This is an optimization exercise on Yosys and OpenROAD, whose aim is a short achievable clock period, not a production implementation. At most, simulation tests tie the RTL to the original design; equivalence was not proved. The flow treats the clock pin as an ideal source, which a real chip does not have. Power figures rest on the tool's default switching activity, not on a simulated workload.

Setup of job 6918:
Design noise_top, start of the top module:
module noise_top (
	input logic clk,
	input logic reset,
	input logic reg_wr_en,
	input video_pkg::reg_addr_t reg_addr,
	input video_pkg::dim_t reg_wdata,
	input video_pkg::reg_addr_t reg_rd_addr,
	output video_pkg::dim_t reg_rdata,
	input video_pkg::pixel_t s_axis_tdata,
	input logic s_axis_tvalid,
	input logic s_axis_tuser,
	output logic s_axis_tready,
	output noise_pkg::variance_t estimated_noise,
	output logic estimated_noise_ready
);
Size in the first run: roughly 3200 cells after synthesis, about 480 flip-flops.
Settings: LEC_CHECK=0, CAP_MARGIN=20, CORE_MARGIN=2, CORE_UTILIZATION=40, SETUP_SLACK_MARGIN=4.2, SLEW_MARGIN=20, TNS_END_PERCENT=100; clock period 7.0 ns.
run.sh (not shown) runs the stock make flow with config.mk's settings and CLKGATE_MAP_FILE= SYNTH_SCRIPT=/design/flow/synth_recipe.tcl, a recipe that flattens the netlist after the stock synthesis.
Every stage of the flow completed for job 6918, and the final layout passed the timing, design-rule and antenna checks.
Input changes introduced in job 1535 (baseline for comparison: job 6918):
Settings: changing SETUP_SLACK_MARGIN from 4.2 to 3.8.
Findings:
Compared with job 6918, job 1535 shows a lower time the final worst path needs with I/O delays and setup. Going from job 6918 to job 1535, number of cells traversed by the worst register-to-register path shrinks by 1. Comparing via count for job 6918 and job 1535, the smaller number came from job 1535. Compared with job 6918, job 1535 shows a lower total wirelength of the detailed-routed design. For flip-flop and latch power, job 6918 and job 1535 come out practically identical. Going from job 6918 to job 1535, hold slack stayed essentially flat; final period utilization shows a reduction of 0.38 points; total power fell by about 8%. Job 6918: full flow OK, the timing, design-rule and antenna checks passed. Job 1535 finished every step from synthesis to the final layout, and the layout passed the timing, design-rule and antenna checks. Comparing job 6918 and job 1535, the lower total leakage power is on job 1535.

---

Another version of the RTL of noise_top (not shown whole).
For scale: about 310 flip-flops, ~26000 um^2 of cells after synthesis.
export LEC_CHECK = 0
export CAP_MARGIN = 20
export CORE_MARGIN = 2
export CORE_UTILIZATION = 40
export SETUP_SLACK_MARGIN = 3.6
export SLEW_MARGIN = 20
export TNS_END_PERCENT = 100
create_clock -name core_clock -period 7.0 [get_ports {clk}]
==> next run, changes <==
- SETUP_SLACK_MARGIN: 3.6 -> 3.0
=> Worst hold slack loses 0.0062 ns. Flip-flop and latch count does not change. Synthesized area is unchanged. Fmax drops by 1.1%. Total power drops by 9.2%. Final cell count drops by 2.6%. Critical path depth stays the same. Cell area drops by 5.8%. Global-route usage drops by 0.52 points.
No run of this note included a check of the RTL's function; only the layout flow was run.

---

Another version of the RTL of noise_top (not shown whole).
For scale: roughly 520 flip-flops.
export LEC_CHECK = 0
export CAP_MARGIN = 20
export CORE_MARGIN = 2
export CORE_UTILIZATION = 40
export SETUP_SLACK_MARGIN = 3.8
export SLEW_MARGIN = 20
export TNS_END_PERCENT = 100
create_clock -name core_clock -period 7.0 [get_ports {clk}]
standard.sh (not shown) runs the stock make flow with config.mk's settings and CLKGATE_MAP_FILE= SYNTH_SCRIPT=/design/flow/synth_recipe.tcl, a recipe that flattens the netlist after the stock synthesis.
==> flow/flow/run.sh <==
#!/bin/bash
# Layout flow: the standard layout (standard.sh, unchanged synthesis and
# steps) with one ECO hooked in after clock tree synthesis through ORFS's
# POST_CTS_TCL: flow/post_cts.tcl gives each load of the reg_rd_addr port a
# buffer of its own straight off the port and sizes the reg_rdata output
# buffers, the only input-to-output path of the design.
set -euo pipefail
here=$(pwd)
sed -e "s|CLKGATE_MAP_FILE= |CLKGATE_MAP_FILE= POST_CTS_TCL=$here/flow/post_cts.tcl |" standard.sh > flow_standard.sh
grep -q 'POST_CTS_TCL=' flow_standard.sh
# make and every ORFS step: make.log here, each step's own log under orfs/logs
bash flow_standard.sh finish > make.log 2>&1
test -f out/final.def
Other scripts of this flow, unchanged in this note and not shown: flow/flow/post_cts.tcl
Next try:
--- a/flow/config.mk
+++ b/flow/config.mk
@@ -9,5 +9,5 @@
 export CORE_MARGIN = 2
 export CORE_UTILIZATION = 40
-export SETUP_SLACK_MARGIN = 3.8
+export SETUP_SLACK_MARGIN = 4.0
 export SLEW_MARGIN = 20
 export TNS_END_PERCENT = 100
Result: The changed run went through all stages and came out clean; setup slack improves by 0.012 ns; via count rose by 0.49%; sequential share of layout area falls by 0.73 points; power grows by 3.5%; core utilization rose by 1.3 points; synthesized area is unchanged.

## separate check: timing with driven ports
The results above use ideal ports. As a check the final layouts listed here were re-extracted and re-timed, cells and wires unchanged. Step 1 (the two cells are an assumption about what drives the block):
set clk [get_ports {clk}]
set_driving_cell -lib_cell sky130_fd_sc_hd__clkbuf_16 $clk
set_driving_cell -lib_cell sky130_fd_sc_hd__buf_2 [delete_from_list [all_inputs] $clk]
Step 2 also shifts input and output timing later by t, the mid clock arrival at the registers, as if the neighbouring blocks saw the same clock. a / b / c = no drivers / after step 1 / after step 2; a / b = the first two.
| run | shift t [ns] | slack for setup (ns) | worst hold slack (ns) | worst setup path at the end |
|---|---|---|---|---|
| job 6918 | 0.670 | 3.605 / 3.447 / 3.261 | 0.324 / 0.324 / 0.324 | input to register |
| job 1535 | 0.661 | 3.632 / 3.454 / 3.191 | 0.325 / 0.325 / 0.325 | input to register |
| the first run of note 2 | 0.633 | 1.652 / 1.652 / 1.652 | 0.332 / 0.332 / 0.332 | register to register |
| the second run of note 2 | 0.608 | 1.592 / 1.592 / 1.592 | 0.325 / 0.325 / 0.325 | register to register |
| the first run of note 3 | 0.689 | 3.825 / 3.378 / 3.262 | 0.342 / 0.342 / 0.342 | input to register |
| the second run of note 3 | 0.686 | 3.837 / 3.311 / 3.311 | 0.334 / 0.334 / 0.334 | input to output |
After both steps setup and hold are still met in every run listed. The setup slack of the first run of note 3, which loses most, moves by -0.447 ns with the drivers and by -0.563 ns with both steps.
